What follows belongs to an exercise in optimizing a design on an open flow for small area, a short achievable clock period and few clock cycles; a production flow would make more cautious choices. In this exercise RTL edits were held to simulation tests only and were not proved equivalent to the original. No activity file was given, so power comes from the tool's default toggle rates.

`flow/run.sh`:
```
#!/bin/bash
# synth_recipe.tcl (not shown) runs the flow's synth.tcl, then flattens the netlist and writes it again
# the make line also repeats each setting of config.mk as NAME=value (left out here)
make -C /OpenROAD-flow-scripts/flow DESIGN_CONFIG=/design/flow/config.mk WORK_HOME=/design/flow/orfs CLKGATE_MAP_FILE= SYNTH_SCRIPT=/design/flow/synth_recipe.tcl finish
```
`flow/config.mk`:
```
export PLATFORM = sky130hd
export DESIGN_NAME = mips_core
export DESIGN_NICKNAME = mips_core
export VERILOG_FILES = /design/flow/design.v
export SDC_FILE = /design/flow/constraint.sdc
export NUM_CORES = 4
export LEC_CHECK = 0
export CAP_MARGIN = 20
export CORE_MARGIN = 2
export CORE_UTILIZATION = 22
export PLACE_DENSITY = 0.35
export SLEW_MARGIN = 20
```
`flow/constraint.sdc`:
```
create_clock -name core_clock -period 7.5 [get_ports {clock}]
set_input_delay 1.5000 -clock core_clock [delete_from_list [all_inputs] [get_ports {clock}]]
set_output_delay 1.5000 -clock core_clock [all_outputs]
set_load 0.01 [all_outputs]
```
`flow/design.v`:
```
`timescale 1ns/1ps
`default_nettype none
module reg_file (
    input  wire        clock,
    input  wire        reset,
    input  wire [4:0]  rd_addr_a,
    input  wire [4:0]  rd_addr_b,
    input  wire        mw_reg_write,
    input  wire [4:0]  mw_dest,
    input  wire [31:0] mw_data,
    output logic [31:0] rd_data_a,
    output logic [31:0] rd_data_b
);
    logic [31:0] regs [0:31];
    logic        wr_en;
    assign wr_en = mw_reg_write && (mw_dest != 5'd0);
    always_ff @(posedge clock or posedge reset) begin
        if (reset) begin
            for (int i = 0; i < 32; i++) begin
                regs[i] <= 32'd0;
            end
        end else if (wr_en) begin
            regs[mw_dest] <= mw_data;
        end
    end
    always_comb begin
        if (rd_addr_a == 5'd0) begin
            rd_data_a = 32'd0;
        end else if (wr_en && mw_dest == rd_addr_a) begin
            rd_data_a = mw_data;
        end else begin
            rd_data_a = regs[rd_addr_a];
        end
        if (rd_addr_b == 5'd0) begin
            rd_data_b = 32'd0;
        end else if (wr_en && mw_dest == rd_addr_b) begin
            rd_data_b = mw_data;
        end else begin
            rd_data_b = regs[rd_addr_b];
        end
    end
endmodule
`default_nettype wire
`timescale 1ns/1ps
`default_nettype none
module fetch_stage #(
    parameter [31:0] RESET_PC = 32'h0000_0000
) (
    input  wire         clock,
    input  wire         reset,
    input  wire [31:0]  inst,
    input  wire         stall,
    input  wire         branch_taken,
    input  wire [31:0]  branch_target,
    output logic [31:0] pc,
    output logic [31:0] fd_instr,
    output logic [31:0] fd_pc_plus_4
);
    logic [31:0] pc_plus_4;
    assign pc_plus_4 = pc + 32'd4;
    always_ff @(posedge clock or posedge reset) begin
        if (reset) begin
            pc       <= RESET_PC;
            fd_instr <= 32'h0000_0000;
        end else if (!stall) begin
            pc       <= branch_taken ? branch_target : pc_plus_4;
            fd_instr <= branch_taken ? 32'h0000_0000 : inst;   
        end
    end
    always_ff @(posedge clock) begin
        if (!stall) begin
            fd_pc_plus_4 <= pc_plus_4;
        end
    end
endmodule
`default_nettype wire
`timescale 1ns/1ps
`default_nettype none
module decode_stage (
    input  wire         clock,
    input  wire         reset,
    input  wire [31:0]  fd_instr,
    input  wire [31:0]  fd_pc_plus_4,
    input  wire         xm_reg_write,
    input  wire         xm_mem_read,
    input  wire [4:0]   xm_dest,
    input  wire [31:0]  xm_result,
    input  wire         mw_reg_write,
    input  wire [4:0]   mw_dest,
    input  wire [31:0]  mw_data,
    output logic        stall,
    output logic        branch_taken,
    output logic [31:0] branch_target,
    output logic [2:0]  dx_alu_op,
    output logic        dx_use_imm,
    output logic        dx_reg_write,
    output logic        dx_mem_read,
    output logic        dx_mem_write,
    output logic [4:0]  dx_dest,
    output logic [4:0]  dx_rs,
    output logic [4:0]  dx_rt,
    output logic [31:0] dx_rs_data,
    output logic [31:0] dx_rt_data,
    output logic [31:0] dx_imm
);
    logic [5:0]  opcode;
    logic [5:0]  funct;
    logic [4:0]  rs;
    logic [4:0]  rt;
    logic [4:0]  rd;
    logic [15:0] imm;
    logic [4:0]  dest;
    logic [31:0] imm_ext;
    logic [31:0] rf_rs_data;
    logic [31:0] rf_rt_data;
    logic [31:0] rs_val;
    logic [31:0] rt_val;
    logic [2:0]  alu_op;
    logic        use_imm;
    logic        reg_write;
    logic        mem_read;
    logic        mem_write;
    logic        is_beq;
    logic        uses_rt;
    logic        hit_x;
    logic        hit_m;
    assign opcode  = fd_instr[31:26];
    assign rs      = fd_instr[25:21];
    assign rt      = fd_instr[20:16];
    assign rd      = fd_instr[15:11];
    assign funct   = fd_instr[5:0];
    assign imm     = fd_instr[15:0];
    assign imm_ext = {{16{imm[15]}}, imm};
    reg_file i_reg_file (
        .clock        (clock),
        .reset        (reset),
        .rd_addr_a    (rs),
        .rd_addr_b    (rt),
        .mw_reg_write (mw_reg_write),
        .mw_dest      (mw_dest),
        .mw_data      (mw_data),
        .rd_data_a    (rf_rs_data),
        .rd_data_b    (rf_rt_data)
    );
    always_comb begin
        alu_op    = 3'd0;
        use_imm   = 1'b0;
        reg_write = 1'b0;
        mem_read  = 1'b0;
        mem_write = 1'b0;
        is_beq    = 1'b0;
        uses_rt   = 1'b0;
        dest      = 5'd0;
        case (opcode)
            6'h00: begin
                dest      = rd;
                uses_rt   = 1'b1;
                reg_write = 1'b1;
                case (funct)
                    6'h20: alu_op = 3'd0;
                    6'h22: alu_op = 3'd1;
                    6'h24: alu_op = 3'd2;
                    6'h25:  alu_op = 3'd3;
                    6'h2a: alu_op = 3'd4;
                    default: reg_write = 1'b0;   
                endcase
            end
            6'h08: begin
                use_imm   = 1'b1;
                reg_write = 1'b1;
                dest      = rt;
            end
            6'h23: begin
                use_imm   = 1'b1;
                reg_write = 1'b1;
                mem_read  = 1'b1;
                dest      = rt;
            end
            6'h2b: begin
                use_imm   = 1'b1;
                mem_write = 1'b1;
                uses_rt   = 1'b1;   
            end
            6'h04: begin
                is_beq  = 1'b1;
                uses_rt = 1'b1;
            end
            default: begin
            end
        endcase
    end
    always_comb begin
        if (rs != 5'd0 && xm_reg_write && xm_dest == rs) begin
            rs_val = xm_result;
        end else if (rs != 5'd0 && mw_reg_write && mw_dest == rs) begin
            rs_val = mw_data;
        end else begin
            rs_val = rf_rs_data;
        end
        if (rt != 5'd0 && xm_reg_write && xm_dest == rt) begin
            rt_val = xm_result;
        end else if (rt != 5'd0 && mw_reg_write && mw_dest == rt) begin
            rt_val = mw_data;
        end else begin
            rt_val = rf_rt_data;
        end
    end
    assign hit_x = (dx_dest != 5'd0) && (dx_dest == rs || (uses_rt && dx_dest == rt));
    assign hit_m = (xm_dest != 5'd0) && (xm_dest == rs || (uses_rt && xm_dest == rt));
    assign stall = (dx_mem_read && hit_x)
                || (is_beq && dx_reg_write && hit_x)
                || (is_beq && xm_mem_read && hit_m);
    assign branch_taken  = is_beq && (rs_val == rt_val) && !stall;
    assign branch_target = fd_pc_plus_4 + {imm_ext[29:0], 2'b00};
    always_ff @(posedge clock or posedge reset) begin
        if (reset) begin
            dx_alu_op    <= 3'd0;
            dx_use_imm   <= 1'b0;
            dx_reg_write <= 1'b0;
            dx_mem_read  <= 1'b0;
            dx_mem_write <= 1'b0;
            dx_dest      <= 5'd0;
            dx_rs        <= 5'd0;
            dx_rt        <= 5'd0;
        end else if (stall) begin
            dx_reg_write <= 1'b0;   
            dx_mem_read  <= 1'b0;
            dx_mem_write <= 1'b0;
            dx_dest      <= 5'd0;
            dx_rs        <= 5'd0;
            dx_rt        <= 5'd0;
        end else begin
            dx_alu_op    <= alu_op;
            dx_use_imm   <= use_imm;
            dx_reg_write <= reg_write;
            dx_mem_read  <= mem_read;
            dx_mem_write <= mem_write;
            dx_dest      <= dest;
            dx_rs        <= rs;
            dx_rt        <= rt;
        end
    end
    always_ff @(posedge clock) begin
        dx_rs_data <= rf_rs_data;
        dx_rt_data <= rf_rt_data;
        dx_imm     <= imm_ext;
    end
endmodule
`default_nettype wire
`timescale 1ns/1ps
`default_nettype none
module execute_stage (
    input  wire         clock,
    input  wire         reset,
    input  wire [2:0]   dx_alu_op,
    input  wire         dx_use_imm,
    input  wire         dx_reg_write,
    input  wire         dx_mem_read,
    input  wire         dx_mem_write,
    input  wire [4:0]   dx_dest,
    input  wire [4:0]   dx_rs,
    input  wire [4:0]   dx_rt,
    input  wire [31:0]  dx_rs_data,
    input  wire [31:0]  dx_rt_data,
    input  wire [31:0]  dx_imm,
    input  wire         mw_reg_write,
    input  wire [4:0]   mw_dest,
    input  wire [31:0]  mw_data,
    output logic        xm_reg_write,
    output logic        xm_mem_read,
    output logic [4:0]  xm_dest,
    output logic [31:0] xm_result,
    output logic [31:0] xm_store_data,
    output logic        xm_mem_write
);
    logic [31:0] op_a;
    logic [31:0] op_b;
    logic [31:0] rt_val;
    logic [31:0] result;
    always_comb begin
        if (dx_rs != 5'd0 && xm_reg_write && xm_dest == dx_rs) begin
            op_a = xm_result;
        end else if (dx_rs != 5'd0 && mw_reg_write && mw_dest == dx_rs) begin
            op_a = mw_data;
        end else begin
            op_a = dx_rs_data;
        end
        if (dx_rt != 5'd0 && xm_reg_write && xm_dest == dx_rt) begin
            rt_val = xm_result;
        end else if (dx_rt != 5'd0 && mw_reg_write && mw_dest == dx_rt) begin
            rt_val = mw_data;
        end else begin
            rt_val = dx_rt_data;
        end
    end
    assign op_b = dx_use_imm ? dx_imm : rt_val;   
    always_comb begin
        case (dx_alu_op)
            3'd1: result = op_a - op_b;
            3'd2: result = op_a & op_b;
            3'd3:  result = op_a | op_b;
            3'd4: result = {31'b0, $signed(op_a) < $signed(op_b)};
            default:  result = op_a + op_b;   
        endcase
    end
    always_ff @(posedge clock or posedge reset) begin
        if (reset) begin
            xm_reg_write <= 1'b0;
            xm_mem_read  <= 1'b0;
            xm_dest      <= 5'd0;
            xm_mem_write <= 1'b0;
        end else begin
            xm_reg_write <= dx_reg_write;
            xm_mem_read  <= dx_mem_read;
            xm_dest      <= dx_dest;
            xm_mem_write <= dx_mem_write;
        end
    end
    always_ff @(posedge clock) begin
        xm_result     <= result;
        xm_store_data <= rt_val;
    end
endmodule
`default_nettype wire
`timescale 1ns/1ps
`default_nettype none
module mem_wb_stage (
    input  wire         clock,
    input  wire         reset,
    input  wire         xm_reg_write,
    input  wire         xm_mem_read,
    input  wire [4:0]   xm_dest,
    input  wire [31:0]  xm_result,
    input  wire [31:0]  xm_store_data,
    input  wire         xm_mem_write,
    input  wire [31:0]  dout,
    output logic        mem_read,
    output logic        mem_write,
    output logic [31:0] addr,
    output logic [31:0] din,
    output logic        mw_reg_write,
    output logic [4:0]  mw_dest,
    output logic [31:0] mw_data
);
    logic        mw_is_load;
    logic [31:0] mw_load_data;
    logic [31:0] mw_alu_result;
    assign mem_read  = xm_mem_read;
    assign mem_write = xm_mem_write;
    assign addr      = xm_result;
    assign din       = xm_store_data;
    always_ff @(posedge clock or posedge reset) begin
        if (reset) begin
            mw_reg_write <= 1'b0;
            mw_dest      <= 5'd0;
            mw_is_load   <= 1'b0;
        end else begin
            mw_reg_write <= xm_reg_write;
            mw_dest      <= xm_dest;
            mw_is_load   <= xm_mem_read;
        end
    end
    always_ff @(posedge clock) begin
        mw_load_data  <= dout;   
        mw_alu_result <= xm_result;
    end
    assign mw_data = mw_is_load ? mw_load_data : mw_alu_result;
endmodule
`default_nettype wire
`timescale 1ns/1ps
`default_nettype none
module mips_core #(
    parameter [31:0] RESET_PC = 32'h0000_0000
) (
    input  wire         clock,
    input  wire         reset,
    output logic [31:0] pc,
    input  wire  [31:0] inst,
    output logic        mem_read,
    output logic        mem_write,
    output logic [31:0] addr,
    output logic [31:0] din,
    input  wire  [31:0] dout
);
    logic        stall;
    logic        branch_taken;
    logic [31:0] branch_target;
    logic [31:0] fd_instr;
    logic [31:0] fd_pc_plus_4;
    logic [2:0]  dx_alu_op;
    logic        dx_use_imm;
    logic        dx_reg_write;
    logic        dx_mem_read;
    logic        dx_mem_write;
    logic [4:0]  dx_dest;
    logic [4:0]  dx_rs;
    logic [4:0]  dx_rt;
    logic [31:0] dx_rs_data;
    logic [31:0] dx_rt_data;
    logic [31:0] dx_imm;
    logic        xm_reg_write;
    logic        xm_mem_read;
    logic [4:0]  xm_dest;
    logic [31:0] xm_result;
    logic [31:0] xm_store_data;
    logic        xm_mem_write;
    logic        mw_reg_write;
    logic [4:0]  mw_dest;
    logic [31:0] mw_data;
    fetch_stage #(
        .RESET_PC (RESET_PC)
    ) i_fetch (
        .clock         (clock),
        .reset         (reset),
        .inst          (inst),
        .stall         (stall),
        .branch_taken  (branch_taken),
        .branch_target (branch_target),
        .pc            (pc),
        .fd_instr      (fd_instr),
        .fd_pc_plus_4  (fd_pc_plus_4)
    );
    decode_stage i_decode (
        .clock         (clock),
        .reset         (reset),
        .fd_instr      (fd_instr),
        .fd_pc_plus_4  (fd_pc_plus_4),
        .xm_reg_write  (xm_reg_write),
        .xm_mem_read   (xm_mem_read),
        .xm_dest       (xm_dest),
        .xm_result     (xm_result),
        .mw_reg_write  (mw_reg_write),
        .mw_dest       (mw_dest),
        .mw_data       (mw_data),
        .stall         (stall),
        .branch_taken  (branch_taken),
        .branch_target (branch_target),
        .dx_alu_op     (dx_alu_op),
        .dx_use_imm    (dx_use_imm),
        .dx_reg_write  (dx_reg_write),
        .dx_mem_read   (dx_mem_read),
        .dx_mem_write  (dx_mem_write),
        .dx_dest       (dx_dest),
        .dx_rs         (dx_rs),
        .dx_rt         (dx_rt),
        .dx_rs_data    (dx_rs_data),
        .dx_rt_data    (dx_rt_data),
        .dx_imm        (dx_imm)
    );
    execute_stage i_execute (
        .clock         (clock),
        .reset         (reset),
        .dx_alu_op     (dx_alu_op),
        .dx_use_imm    (dx_use_imm),
        .dx_reg_write  (dx_reg_write),
        .dx_mem_read   (dx_mem_read),
        .dx_mem_write  (dx_mem_write),
        .dx_dest       (dx_dest),
        .dx_rs         (dx_rs),
        .dx_rt         (dx_rt),
        .dx_rs_data    (dx_rs_data),
        .dx_rt_data    (dx_rt_data),
        .dx_imm        (dx_imm),
        .mw_reg_write  (mw_reg_write),
        .mw_dest       (mw_dest),
        .mw_data       (mw_data),
        .xm_reg_write  (xm_reg_write),
        .xm_mem_read   (xm_mem_read),
        .xm_dest       (xm_dest),
        .xm_result     (xm_result),
        .xm_store_data (xm_store_data),
        .xm_mem_write  (xm_mem_write)
    );
    mem_wb_stage i_mem_wb (
        .clock         (clock),
        .reset         (reset),
        .xm_reg_write  (xm_reg_write),
        .xm_mem_read   (xm_mem_read),
        .xm_dest       (xm_dest),
        .xm_result     (xm_result),
        .xm_store_data (xm_store_data),
        .xm_mem_write  (xm_mem_write),
        .dout          (dout),
        .mem_read      (mem_read),
        .mem_write     (mem_write),
        .addr          (addr),
        .din           (din),
        .mw_reg_write  (mw_reg_write),
        .mw_dest       (mw_dest),
        .mw_data       (mw_data)
    );
endmodule
`default_nettype wire
```
==> flow_metrics.tcl <==
set metrics [dict create \
    drt_first_pass_iters 7 \
    wl_microns 460000 \
    setup_viol 0 \
    clk_path_buf_depth 4 \
    first_global_vias 68953 \
    finalHoldViolCount 0 \
    mostFrequentLayoutCells "1082 x dfrtp_1, 787 x nand2_1, 772 x nor2_1" \
    fin_total_pwr_mw 18.4 \
    ios 164 \
    cts_max_level 4 \
    grt_pass1_wl_microns 620000 \
    drt_iter0_markers 9653 \
    worstPathArrival_ns 8.08 \
    ys_ff_latch 1333 \
    antenna_found_initial 59 \
    die_h_microns 576 \
    viasPerCell 5.68 \
    dpl.hpwl_microns 309000 \
    timing.final.crit_share_pct 98.0 \
    placementRows 210 \
    rsz0062_at_grt "false" \
    cts_made_buffers 178 \
    yosys.area.top_type "dfrtp_1" \
    ir_worst_vdd_mv 0.138 \
    synth_area_leaders "dfrtp_1 38%, dfxtp_1 5.8%, and3_1 5.4%" \
    initial_core_util_pct 22.1 \
    cpLargestDelayFamily "simple AND/OR/NAND/NOR gates" \
    pwr_density_cell_nw_per_um2 213 \
    final_common_cell "dfrtp_1" \
    avgSynthCellArea_sq_um 8.68 \
    syn_area_sq_um 72000 \
    synthCells 8293 \
    setup.worst_path.end_class "flop" \
    slew_headroom_pct 14.8 \
    hp-class "reg -> reg" \
    whs_ns 0.350 \
    drv_cap 0 \
    synth_flop_cell "dfrtp_1" \
    placedCellCount 12442 \
    nFillCells 35028 \
    final_net_count 8473 \
    crit_chain "nand2b_1 > nor2_4 > buf_4 > a22o_1 > nor4_1 > buf_4 > a211oi_1 > o21ai_0 > a21boi_0 > o32ai_2 > nor4_1 > a31oi_1 > and4b_2 > buf_4 > o21ai_0" \
    netlist.area_leader.share_pct 38.0 \
    grt_max_degree 153 \
    cp.buffers_inverters 3 \
    critical-path-slowest-cell "nor2_4" \
    ant_nets 0 \
    track_usage_pct 26.9 \
    finClkSkew_ns 0.0839 \
    maxSlewViolCount 0 \
    status "complete, no violations" \
    grt.overflow.total 0 \
    postCtsSetupRepairBufs 0 \
    wire_per_inst_microns 35.9 \
    synth_edf_count 32 \
    path_max_fanout 43 \
    worst-setup-path-type "reg -> reg" \
    yosysWarningCount 6 \
    core-area_sq_um 326000 \
    die-area_sq_um 332000 \
    area_growth_syn_to_layout_pct 20.0 \
    fp.dieW_microns 576 \
    cts_hold_buf 0 \
    yosysUniqueCellTypes 113 \
    synth_fp_nets 8488 \
    drc 0 \
    clk_latency_ns 0.89 \
    cts.sinks 1333 \
    crit_top_cell "buf_4" \
    worstSetupStartpointType "flop" \
    drive_gt1_share_pct 11.7 \
    route.vias.total 72734 \
    gp_congestion 0.945 \
    worstMarginPinSlew_ns 1.28 \
    path_clk_slew_ns 0.06 \
    worstPathRequired_ns 8.23 \
    yosysSeqAreaShare_pct 45.1 \
    crit_path_max_incr_delay_ns 1.15 \
    p_leak_nw 37.6 \
    synthArstFlopShare_pct 82.0 \
    period_needed_ns 7.35 \
    portBuffers 163 \
    ctsResizeCount 0 \
    max_freq_mhz 136 \
    cts_tree "done" \
    cts-root-buf "clkbuf_16" \
    finalNonFillerCells 12806 \
]
through the flow:
step | setup slack, ns | setup TNS [ns] | cell area (sq um) | util, %
after global routing | 0.243 | 0 | 86200 | 26.4
after detailed placement | 0.486 | 0 | 80200 | 24.6
final | 0.148 | 0 | 86400 | 26.5
after global placement | 0.190 | 0 | 80200 | 24.6
after CTS | 0.452 | 0 | 86200 | 26.4
after floorplan | -9.08 | -9923.43 | 72000 | -
worst paths after layout:
kind	start	to	slack, ns	cells past startpoint
max	i_fetch.fd_instr[22]	i_fetch.fd_instr[17]	0.15	15
min	i_decode.dx_mem_write	i_execute.xm_mem_write	0.35	0
max reg2reg	i_fetch.fd_instr[22]	i_fetch.fd_instr[17]	0.15	15
min reg2reg	i_decode.dx_mem_write	i_execute.xm_mem_write	0.35	0
max in group asynchronous	reset	i_decode.i_reg_file.regs[7][14]	4.45	4
min in group asynchronous	reset	i_decode.i_reg_file.regs[23][13]	1.35	2
metal layers:
| metal | GRT usage (%) | routed length (microns) |
|---|---|---|
| met3 | 5.70 | 40300 |
| met2 | 40.0 | 196000 |
| met1 | 36.0 | 194000 |
| met4 | 15.1 | 29500 |
| met5 | 0 | 85 |
state kept, by name (all words and copies together) (netlist names), 16 cells and up:
signal / cells
i_execute.xm_result: 32
i_decode.dx_imm: 16
i_decode.i_reg_file.regs: 992
i_fetch.fd_pc_plus_4: 32
i_fetch.pc: 32
i_mem_wb.mw_load_data: 32
i_mem_wb.mw_alu_result: 32
i_fetch.fd_instr: 32
i_decode.dx_rs_data: 32
i_execute.xm_store_data: 32
i_decode.dx_rt_data: 32
synthesized netlist by cell type, drive strengths merged, types with 126 or more instances:
library cell  instances
ha                  126
inv                 157
buf                 238
a22oi               235
a21oi               745
and3                624
nor2                847
dfxtp               208
nand4               173
nand3               378
dfrtp              1093
a2111oi             190
clkbuf              527
o21ai               709
nand2               796
power breakdown:
group	internal, mW	total, mW	leakage, nW	switching [mW]
clock	5.39	8.99	2.94	3.61
combinational	0.527	1.86	17.4	1.34
sequential	7.33	7.53	17.2	0.199
total	13.2	18.4	37.6	5.14
cells by family after synthesis:
logic type / Yosys count / share of synthesized area [%]
AO/OA/AOI/OAI: 2470 / 21.9
adder cells (fa/ha/maj): 129 / 2.27
multiplexers: 97 / 1.39
AND/OR/NAND/NOR: 3218 / 22.1
flip-flops: 1333 / 45.1
buffers and inverters: 922 / 5.66
XOR/XNOR: 124 / 1.51
layout make-up:
type | instances | area, sq um | share of cell area (%)
clock buffers | 266 | 5310 | 6.15
repair buffers | 570 | 5190 | 6.01
flip-flops and latches | 1333 | 32500 | 37.6
clock inverters | 48 | 646 | 0.748
inverters | 157 | 596 | 0.690
diodes | 48 | 120 | 0.139
well taps | 4346 | 5440 | 6.30
multi-input cells | 6038 | 36600 | 42.3
Testbench counts, summed over its fixed seeds: cycles 209,942.

[what the ideal ports hide]
The results above use ideal ports. As a check the final layout listed here was re-extracted and re-timed, cells and wires unchanged. Step 1 (the two cells are an assumption about what drives the block):
set clk [get_ports {clock}]
set_driving_cell -lib_cell sky130_fd_sc_hd__clkbuf_16 $clk
set_driving_cell -lib_cell sky130_fd_sc_hd__buf_2 [delete_from_list [all_inputs] $clk]
Step 2 moves the port delays by t, midway between the first and last clock arrival at a register: inputs arrive t later, outputs are due t later. That takes back most of the time a late clock gives input paths. Three values: no drivers, after step 1, after step 2; two values: the first two.
shift t [ns]: 0.966
setup slack, ns: 0.148 / 0.148 / 0.148
worst slew at a driven data input, ns: 0.14
After both steps setup and hold are still met in this run. For this run, drivers alone change the setup slack by 0.000 ns; drivers and shift together by 0.000 ns.
